Context: an optimization exercise on an open-source flow, tuned for a short achievable clock period. The choices shown serve that exercise and are no tape-out recipe. Only simulation tests tie the RTL to the original design; equivalence was not proved. The clock input has no modelled driver; a real chip could not lean on it and would need a root buffer or a full tree.

## radar_pulse_controller
module radar_pulse_controller (
  input  logic                               aclk,
  input  logic                               aresetn,
  input  logic                               chirp_ready,
  input  logic                               chirp_active,
  input  logic                               chirp_done,
  input  logic [radar_pkg::word_w-1:0]       chirp_time_int,
  input  logic [radar_pkg::word_w-1:0]       chirp_time_frac,
  input  logic [radar_pkg::word_w-1:0]       adc_sample_time,
  input  logic [radar_pkg::param_bus_w-1:0]  chirp_parameters_in,
  output logic [radar_pkg::param_bus_w-1:0]  chirp_parameters_out,
  output logic                               chirp_init,
  output logic                               chirp_enable,
  output logic                               adc_enable
);
clock: 2.9 ns
lec_check: 0
abc_clock_period_in_ps: 1300
cap_margin: 20
core_margin: 2
core_utilization: 60
setup_slack_margin: 2.0
slew_margin: 20
standard.sh (not shown) runs the stock make flow with config.mk's settings and CLKGATE_MAP_FILE= SYNTH_SCRIPT=/design/flow/synth_recipe.tcl, a recipe that flattens the netlist after the stock synthesis.
==> flow/flow/run.sh <==
#!/bin/bash
# Standard layout, with the clock tree of flow/cts_tree.tcl in place of TritonCTS.
# The standard flow's output goes to standard_flow.log; ORFS keeps each step's
# log under orfs/logs.
set -euo pipefail
export PRE_CTS_TCL=$PWD/flow/cts_tree.tcl
export CT_CLOCK_PORT=aclk
export CT_ROOTS=${CT_ROOTS:-4}
export CT_LEAF_SIZE=${CT_LEAF_SIZE:-30}
export CT_ROOT_BUF=${CT_ROOT_BUF:-sky130_fd_sc_hd__inv_16}
export CT_LEAF_BUF=${CT_LEAF_BUF:-sky130_fd_sc_hd__inv_16}
bash standard.sh finish > standard_flow.log 2>&1
Other scripts of this flow, unchanged in this note and not shown: flow/flow/cts_tree.tcl
==> next run, changes <==
--- a/flow/config.mk
+++ b/flow/config.mk
@@ -10,4 +10,4 @@
 export CORE_MARGIN = 2
-export CORE_UTILIZATION = 60
-export SETUP_SLACK_MARGIN = 2.0
+export CORE_UTILIZATION = 70
+export SETUP_SLACK_MARGIN = 1.6
 export SLEW_MARGIN = 20
Result: The new run passed the timing, DRC and antenna checks. Setup slack is worse by 56 ps. Clock skew hardly moves. Utilization goes up by 1.5 points. Global-route usage is higher by 3.1 points. Die area went down by about 14%. Fmax shrinks by 4.1%.
No run of this note takes its clock network from TritonCTS; it comes from the design's own scripts or RTL.

* * *

Starting RTL as in the previous note.
==> flow/config.mk <==
export PLATFORM = sky130hd
export DESIGN_NAME = radar_pulse_controller
export DESIGN_NICKNAME = radar_pulse_controller
export VERILOG_FILES = /design/flow/design.v
export SDC_FILE = /design/flow/constraint.sdc
export NUM_CORES = 4
export LEC_CHECK = 0
export ABC_CLOCK_PERIOD_IN_PS = 1300
export CAP_MARGIN = 20
export CORE_MARGIN = 2
export CORE_UTILIZATION = 60
export CTS_CLUSTER_DIAMETER = 100
export CTS_CLUSTER_SIZE = 30
export SETUP_SLACK_MARGIN = 1.6
export SLEW_MARGIN = 20
==> flow/constraint.sdc <==
create_clock -name core_clock -period 2.9 [get_ports {aclk}]
set_input_delay 0.5800 -clock core_clock [delete_from_list [all_inputs] [get_ports {aclk}]]
set_output_delay 0.5800 -clock core_clock [all_outputs]
set_load 0.01 [all_outputs]
==> flow/flow/cts_tree.tcl <==
# Clock tree built here in place of TritonCTS: the clock port drives a few root
# drivers, each root drives the leaf drivers of its part of the die, and each
# leaf driver drives a compact group of registers. Every register sees the same
# two levels (with inverters, the two inversions cancel). The groups come from recursive splitting of the register
# positions along the longer side, so they are balanced in size.

proc ct_split {pts na nb} {
  # pts: list of {iterm x y}; returns two parts in the ratio na:nb, split along
  # the longer side of their bounding box
  set xs {}; set ys {}
  foreach p $pts { lappend xs [lindex $p 1]; lappend ys [lindex $p 2] }
  set xs [lsort -integer $xs]; set ys [lsort -integer $ys]
  set dx [expr {[lindex $xs end] - [lindex $xs 0]}]
  set dy [expr {[lindex $ys end] - [lindex $ys 0]}]
  set idx [expr {$dx >= $dy ? 1 : 2}]
  set s [lsort -integer -index $idx $pts]
  set h [expr {([llength $s] * $na + ($na + $nb) / 2) / ($na + $nb)}]
  return [list [lrange $s 0 [expr {$h - 1}]] [lrange $s $h end]]
}

proc ct_groups {pts n} {
  # split pts into n groups of nearly equal size
  if {$n <= 1} { return [list $pts] }
  set na [expr {$n / 2}]
  set nb [expr {$n - $na}]
  lassign [ct_split $pts $na $nb] a b
  return [concat [ct_groups $a $na] [ct_groups $b $nb]]
}

proc ct_centroid {pts} {
  set sx 0; set sy 0
  foreach p $pts { set sx [expr {$sx + [lindex $p 1]}]; set sy [expr {$sy + [lindex $p 2]}] }
  set n [llength $pts]
  return [list [expr {$sx / $n}] [expr {$sy / $n}]]
}

proc ct_buffer {block master name x y in_net out_net} {
  set b [odb::dbInst_create $block $master $name]
  set w [[$b getMaster] getWidth]
  set h [[$b getMaster] getHeight]
  $b setLocation [expr {$x - $w / 2}] [expr {$y - $h / 2}]
  $b setPlacementStatus PLACED
  [$b findITerm A] connect $in_net
  foreach it [$b getITerms] {
    if {[$it getIoType] eq "OUTPUT"} { $it connect $out_net }
  }
  return $b
}

proc ct_build {args} {
  set block [ord::get_db_block]
  set db [ord::get_db]
  set rmaster [$db findMaster $::env(CT_ROOT_BUF)]
  set lmaster [$db findMaster $::env(CT_LEAF_BUF)]
  set clk_name [get_name [get_ports $::env(CT_CLOCK_PORT)]]
  set clk [$block findNet $clk_name]
  $clk setSigType CLOCK
  set pts {}
  foreach it [$clk getITerms] {
    set inst [$it getInst]
    set bb [$inst getBBox]
    set x [expr {([$bb xMin] + [$bb xMax]) / 2}]
    set y [expr {([$bb yMin] + [$bb yMax]) / 2}]
    lappend pts [list $it $x $y]
  }
  set nsink [llength $pts]
  set nroot $::env(CT_ROOTS)
  set per $::env(CT_LEAF_SIZE)
  # leaves per root, so that no leaf drives more than per registers
  set lpr [expr {($nsink + $nroot * $per - 1) / ($nroot * $per)}]
  set nleaf [expr {$lpr * $nroot}]
  puts "ct: $nsink sinks, $nroot roots, $nleaf leaves"
  set roots [ct_groups $pts $nroot]
  set r 0
  set l 0
  foreach rg $roots {
    set rnet [odb::dbNet_create $block "ct_root_${r}_net"]
    $rnet setSigType CLOCK
    set leaves [ct_groups $rg $lpr]
    set lcs {}
    foreach lg $leaves {
      set lnet [odb::dbNet_create $block "ct_leaf_${l}_net"]
      $lnet setSigType CLOCK
      foreach p $lg {
        set it [lindex $p 0]
        $it disconnect
        $it connect $lnet
      }
      lassign [ct_centroid $lg] cx cy
      ct_buffer $block $lmaster "ct_leaf_${l}" $cx $cy $rnet $lnet
      lappend lcs [list {} $cx $cy]
      incr l
    }
    lassign [ct_centroid $lcs] cx cy
    ct_buffer $block $rmaster "ct_root_${r}" $cx $cy $clk $rnet
    incr r
  }
  puts "ct: built $r roots and $l leaves"
}

rename clock_tree_synthesis ct_orig_clock_tree_synthesis
proc clock_tree_synthesis {args} { ct_build }
Scripts as last shown in full above: flow/flow/run.sh
Edit:
--- a/flow/flow/run.sh
+++ b/flow/flow/run.sh
@@ -9 +9 @@
-export CT_LEAF_SIZE=${CT_LEAF_SIZE:-30}
+export CT_LEAF_SIZE=${CT_LEAF_SIZE:-36}
The changed run went through all stages and came out clean. Cell area drops by 0.39%. Wire length drops by 0.65%. Utilization drops by 0.29 points. Cell count stays flat. Area after synthesis does not change.
In every run of this note, the design's own scripts or RTL, not TritonCTS, make the clock network.

[static timing again, ports no longer ideal]
The flow's constraints put no driver on any port. The routed layouts listed below were extracted and timed again, unchanged, in two steps. Step 1: set_driving_cell puts a clkbuf_16 on aclk and a buf_2 on each other input, an assumption about the parent block. Step 2 also shifts input and output timing later by t, the mid clock arrival at the registers, as if the neighbouring blocks saw the same clock. a / b / c = ideal / step 1 / step 2; a / b = the first two.
run | t, ns | setup slack, ns | slew at the worst register clock pin (ns)
the first run of note 1 | 0.502 | 1.594 / 1.349 / 1.216 | 0.10 / 0.11
the second run of note 1 | 0.486 | 1.538 / 1.304 / 1.441 | 0.10 / 0.10
the first run of note 2 | 0.495 | 1.563 / 1.321 / 1.411 | 0.10 / 0.11
the second run of note 2 | 0.480 | 1.576 / 1.340 / 1.412 | 0.10 / 0.11
After both steps setup and hold are still met in every run listed. For the first run of note 1, which loses most, drivers alone change the setup slack by -0.245 ns; drivers and shift together by -0.378 ns.
